This is an optimization exercise on Yosys and OpenROAD, whose aim is small area, not a production implementation.
Only simulation tests tie the RTL to the original design; equivalence was not proved.

before:
==> module mem_word_ctl, before the edit <==
module mem_word_ctl (
    input  logic wt,         
    input  logic l1, l2, l3,
    input  logic written,
    output logic we,
    output logic nwe,
    output logic rsel
);
    assign nwe  = !(wt & l1 & l2 & l3);
    assign we   = !nwe;
    assign rsel = l1 & l2 & l3 & written;
endmodule
==> module target_memory, before the edit <==
module target_memory (
    input  logic                                 clk,
    input  logic                                 arst_n,
    input  logic                                 free,       
    input  logic [pci_lite_pkg::idx_width-1:0]   addr_lo,    
    input  logic                                 data_phase,
    input  logic                                 claim_q,
    input  logic                                 write_q,
    input  logic [31:0]                          wdata,
    output logic                                 word_taken,
    output logic [31:0]                          rdata,
    output logic                                 rdata_valid
);
    localparam int n_words = pci_lite_pkg::mem_words;
    logic [31:0]          mem [n_words];
    logic [31:0]          mem_d [n_words];
    logic [n_words-1:0]   written;    
    logic [3:0]           slot;       
    logic [n_words-1:0]   we;
    logic [n_words-1:0]   nwe;
    logic [n_words-1:0]   rsel;
    logic                 step;
    logic [3:0]           p, n;       
    assign word_taken = data_phase && claim_q && write_q;
    assign step       = data_phase && (write_q || rdata_valid);
    always_ff @(posedge clk or negedge arst_n)
    begin
        if (!arst_n)
            rdata_valid <= 1'b0;
        else
            rdata_valid <= data_phase && claim_q && !write_q;
    end
    always_ff @(posedge clk)
    begin
        if (free)
            slot <= addr_lo;
        else if (step)
            slot <= (slot == 4'd3) ? 4'd10 : slot + 1'b1;
    end
    assign p = slot;
    assign n = ~slot;
    mem_word_ctl u_ctl0 (.wt(word_taken), .l1(p[3]), .l2(n[2]), .l3(n[0]), .written(written[0]), .we(we[0]), .nwe(nwe[0]), .rsel(rsel[0]));    
    mem_word_ctl u_ctl1 (.wt(word_taken), .l1(p[3]), .l2(n[2]), .l3(p[0]), .written(written[1]), .we(we[1]), .nwe(nwe[1]), .rsel(rsel[1]));    
    mem_word_ctl u_ctl2 (.wt(word_taken), .l1(p[2]), .l2(n[1]), .l3(n[0]), .written(written[2]), .we(we[2]), .nwe(nwe[2]), .rsel(rsel[2]));    
    mem_word_ctl u_ctl3 (.wt(word_taken), .l1(p[2]), .l2(n[1]), .l3(p[0]), .written(written[3]), .we(we[3]), .nwe(nwe[3]), .rsel(rsel[3]));    
    mem_word_ctl u_ctl4 (.wt(word_taken), .l1(p[2]), .l2(p[1]), .l3(n[0]), .written(written[4]), .we(we[4]), .nwe(nwe[4]), .rsel(rsel[4]));    
    mem_word_ctl u_ctl5 (.wt(word_taken), .l1(p[2]), .l2(p[1]), .l3(p[0]), .written(written[5]), .we(we[5]), .nwe(nwe[5]), .rsel(rsel[5]));    
    mem_word_ctl u_ctl6 (.wt(word_taken), .l1(n[3]), .l2(n[1]), .l3(n[0]), .written(written[6]), .we(we[6]), .nwe(nwe[6]), .rsel(rsel[6]));    
    mem_word_ctl u_ctl7 (.wt(word_taken), .l1(n[3]), .l2(n[1]), .l3(p[0]), .written(written[7]), .we(we[7]), .nwe(nwe[7]), .rsel(rsel[7]));    
    mem_word_ctl u_ctl8 (.wt(word_taken), .l1(n[3]), .l2(p[1]), .l3(n[0]), .written(written[8]), .we(we[8]), .nwe(nwe[8]), .rsel(rsel[8]));    
    mem_word_ctl u_ctl9 (.wt(word_taken), .l1(n[3]), .l2(p[1]), .l3(p[0]), .written(written[9]), .we(we[9]), .nwe(nwe[9]), .rsel(rsel[9]));    
    always_ff @(posedge clk or negedge arst_n)
    begin
        if (!arst_n)
            written <= '0;
        else
            written <= written | we;
    end
    for (genvar i = 0; i < n_words; i++)
    begin : g_word
        for (genvar b = 0; b < 32; b++)
        begin : g_bit
            mem_bit_next u_next (
                .we  (we[i]),
                .nwe (nwe[i]),
                .w   (wdata[b]),
                .q   (mem[i][b]),
                .d   (mem_d[i][b])
            );
        end
    end
    always_ff @(posedge clk)
        for (int i = 0; i < n_words; i++)
            mem[i] <= mem_d[i];
    for (genvar b = 0; b < 32; b++)
    begin : g_rd
        logic y0, y1, y2, y3;
        mem_aoi222 u_a0 (.a1(rsel[0]), .a2(mem[0][b]), .b1(rsel[1]), .b2(mem[1][b]), .c1(rsel[2]), .c2(mem[2][b]), .y(y0));
        mem_aoi222 u_a1 (.a1(rsel[3]), .a2(mem[3][b]), .b1(rsel[4]), .b2(mem[4][b]), .c1(rsel[5]), .c2(mem[5][b]), .y(y1));
        mem_aoi222 u_a2 (.a1(rsel[6]), .a2(mem[6][b]), .b1(rsel[7]), .b2(mem[7][b]), .c1(rsel[8]), .c2(mem[8][b]), .y(y2));
        mem_nand2  u_n9 (.a(rsel[9]), .b(mem[9][b]), .y(y3));
        mem_nand4  u_or (.a(y0), .b(y1), .c(y2), .d(y3), .y(rdata[b]));
    end
endmodule
clock: 5.0 ns
lec_check: 0
cap_margin: 20
core_margin: 2
core_utilization: 40
cts_buf_list: sky130_fd_sc_hd__clkbuf_16
cts_cluster_diameter: 100
cts_cluster_size: 30
place_density: 0.6
slew_margin: 20
synth_hierarchical: 1
standard.sh (not shown) runs the stock make flow with config.mk's settings and CLKGATE_MAP_FILE= SYNTH_SCRIPT=/design/flow/synth_recipe.tcl, a recipe that flattens the netlist after the stock synthesis.
==> flow/flow/run.sh <==
#!/bin/bash
# Standard layout, with the port buffers made as the smallest buffer cell
# and a clock tree without dummy loads.
set -euo pipefail
export BUFFER_PORTS_ARGS="-buffer_cell sky130_fd_sc_hd__buf_1"
export CTS_ARGS="-sink_clustering_enable -repair_clock_nets -buf_list sky130_fd_sc_hd__buf_12 -sink_clustering_size 30 -sink_clustering_max_diameter 100 -dont_use_dummy_load -root_buf sky130_fd_sc_hd__clkbuf_4"
bash standard.sh > standard_flow.log 2>&1
> inputs changed (before -> after)
--- a/flow/design.v
+++ b/flow/design.v
@@ -131,13 +131,17 @@
 module mem_word_ctl (
     input  logic wt,         
+    input  logic clr,        
     input  logic l1, l2, l3,
-    input  logic written,
     output logic we,
-    output logic nwe,
     output logic rsel
 );
-    assign nwe  = !(wt & l1 & l2 & l3);
-    assign we   = !nwe;
-    assign rsel = l1 & l2 & l3 & written;
+    assign we   = clr | (wt & l1 & l2 & l3);
+    assign rsel = l1 & l2 & l3;
+endmodule
+module mem_inv (
+    input  logic a,
+    output logic y
+);
+    assign y = !a;
 endmodule
 module target_memory (
@@ -157,5 +161,7 @@
     logic [31:0]          mem [n_words];
     logic [31:0]          mem_d [n_words];
-    logic [n_words-1:0]   written;    
+    logic                 nclr;       
+    logic                 clr;
+    logic [31:0]          w_data;     
     logic [3:0]           slot;       
     logic [n_words-1:0]   we;
@@ -182,21 +188,27 @@
     assign p = slot;
     assign n = ~slot;
-    mem_word_ctl u_ctl0 (.wt(word_taken), .l1(p[3]), .l2(n[2]), .l3(n[0]), .written(written[0]), .we(we[0]), .nwe(nwe[0]), .rsel(rsel[0]));    
-    mem_word_ctl u_ctl1 (.wt(word_taken), .l1(p[3]), .l2(n[2]), .l3(p[0]), .written(written[1]), .we(we[1]), .nwe(nwe[1]), .rsel(rsel[1]));    
-    mem_word_ctl u_ctl2 (.wt(word_taken), .l1(p[2]), .l2(n[1]), .l3(n[0]), .written(written[2]), .we(we[2]), .nwe(nwe[2]), .rsel(rsel[2]));    
-    mem_word_ctl u_ctl3 (.wt(word_taken), .l1(p[2]), .l2(n[1]), .l3(p[0]), .written(written[3]), .we(we[3]), .nwe(nwe[3]), .rsel(rsel[3]));    
-    mem_word_ctl u_ctl4 (.wt(word_taken), .l1(p[2]), .l2(p[1]), .l3(n[0]), .written(written[4]), .we(we[4]), .nwe(nwe[4]), .rsel(rsel[4]));    
-    mem_word_ctl u_ctl5 (.wt(word_taken), .l1(p[2]), .l2(p[1]), .l3(p[0]), .written(written[5]), .we(we[5]), .nwe(nwe[5]), .rsel(rsel[5]));    
-    mem_word_ctl u_ctl6 (.wt(word_taken), .l1(n[3]), .l2(n[1]), .l3(n[0]), .written(written[6]), .we(we[6]), .nwe(nwe[6]), .rsel(rsel[6]));    
-    mem_word_ctl u_ctl7 (.wt(word_taken), .l1(n[3]), .l2(n[1]), .l3(p[0]), .written(written[7]), .we(we[7]), .nwe(nwe[7]), .rsel(rsel[7]));    
-    mem_word_ctl u_ctl8 (.wt(word_taken), .l1(n[3]), .l2(p[1]), .l3(n[0]), .written(written[8]), .we(we[8]), .nwe(nwe[8]), .rsel(rsel[8]));    
-    mem_word_ctl u_ctl9 (.wt(word_taken), .l1(n[3]), .l2(p[1]), .l3(p[0]), .written(written[9]), .we(we[9]), .nwe(nwe[9]), .rsel(rsel[9]));    
+    mem_word_ctl u_ctl0 (.wt(word_taken), .clr(clr), .l1(p[3]), .l2(n[2]), .l3(n[0]), .we(we[0]), .rsel(rsel[0]));    
+    mem_word_ctl u_ctl1 (.wt(word_taken), .clr(clr), .l1(p[3]), .l2(n[2]), .l3(p[0]), .we(we[1]), .rsel(rsel[1]));    
+    mem_word_ctl u_ctl2 (.wt(word_taken), .clr(clr), .l1(p[2]), .l2(n[1]), .l3(n[0]), .we(we[2]), .rsel(rsel[2]));    
+    mem_word_ctl u_ctl3 (.wt(word_taken), .clr(clr), .l1(p[2]), .l2(n[1]), .l3(p[0]), .we(we[3]), .rsel(rsel[3]));    
+    mem_word_ctl u_ctl4 (.wt(word_taken), .clr(clr), .l1(p[2]), .l2(p[1]), .l3(n[0]), .we(we[4]), .rsel(rsel[4]));    
+    mem_word_ctl u_ctl5 (.wt(word_taken), .clr(clr), .l1(p[2]), .l2(p[1]), .l3(p[0]), .we(we[5]), .rsel(rsel[5]));    
+    mem_word_ctl u_ctl6 (.wt(word_taken), .clr(clr), .l1(n[3]), .l2(n[1]), .l3(n[0]), .we(we[6]), .rsel(rsel[6]));    
+    mem_word_ctl u_ctl7 (.wt(word_taken), .clr(clr), .l1(n[3]), .l2(n[1]), .l3(p[0]), .we(we[7]), .rsel(rsel[7]));    
+    mem_word_ctl u_ctl8 (.wt(word_taken), .clr(clr), .l1(n[3]), .l2(p[1]), .l3(n[0]), .we(we[8]), .rsel(rsel[8]));    
+    mem_word_ctl u_ctl9 (.wt(word_taken), .clr(clr), .l1(n[3]), .l2(p[1]), .l3(p[0]), .we(we[9]), .rsel(rsel[9]));    
+    for (genvar i = 0; i < n_words; i++)
+    begin : g_nwe
+        mem_inv u_inv (.a(we[i]), .y(nwe[i]));
+    end
     always_ff @(posedge clk or negedge arst_n)
     begin
         if (!arst_n)
-            written <= '0;
+            nclr <= 1'b0;
         else
-            written <= written | we;
+            nclr <= 1'b1;
     end
+    assign clr    = !nclr;
+    assign w_data = wdata & {32{nclr}};
     for (genvar i = 0; i < n_words; i++)
     begin : g_word
@@ -206,5 +218,5 @@
                 .we  (we[i]),
                 .nwe (nwe[i]),
-                .w   (wdata[b]),
+                .w   (w_data[b]),
                 .q   (mem[i][b]),
                 .d   (mem_d[i][b])
Notes after the runs:
Against before, after comes in 1 lower on number of clock-tree buffers in the layout. Global-route total usage across every layer: before vs after, no meaningful difference. after vs before on shortest period the worst path allows: after is the lower one. Sort before and after by flip-flop and latch count, ascending, and after comes first. Looking only at clock-pin slew of the registers on the worst-case setup and hold paths, and setting everything else aside, the lower value of before and after goes to after. Peak supply drop was higher in after than in before.

-- static timing again, ports no longer ideal --
Ports are ideal in the flow. The routed layouts listed here were re-timed in OpenROAD. Step 1 sets driving cells, clkbuf_16 on the clock port and buf_2 on the other inputs (assumed; they add their load-dependent delay and slew). Step 2, shift: input delay + t, output delay - t, t = (earliest + latest rising clock arrival at the registers) / 2. This alone moves slack from input paths to output paths. a / b / c = no drivers / after step 1 / after step 2; a / b = the first two.
run | shift t [ns] | setup WS [ns] | latest minus earliest clock arrival (ns) | pins driven straight from the clock port
before | 0.704 | 0.685 / 0.642 / 1.346 | 0.066 / 0.066 | 1
after | 0.691 | 0.972 / 0.922 / 1.613 | 0.056 / 0.056 | 1
After both steps every run listed still meets setup and hold.
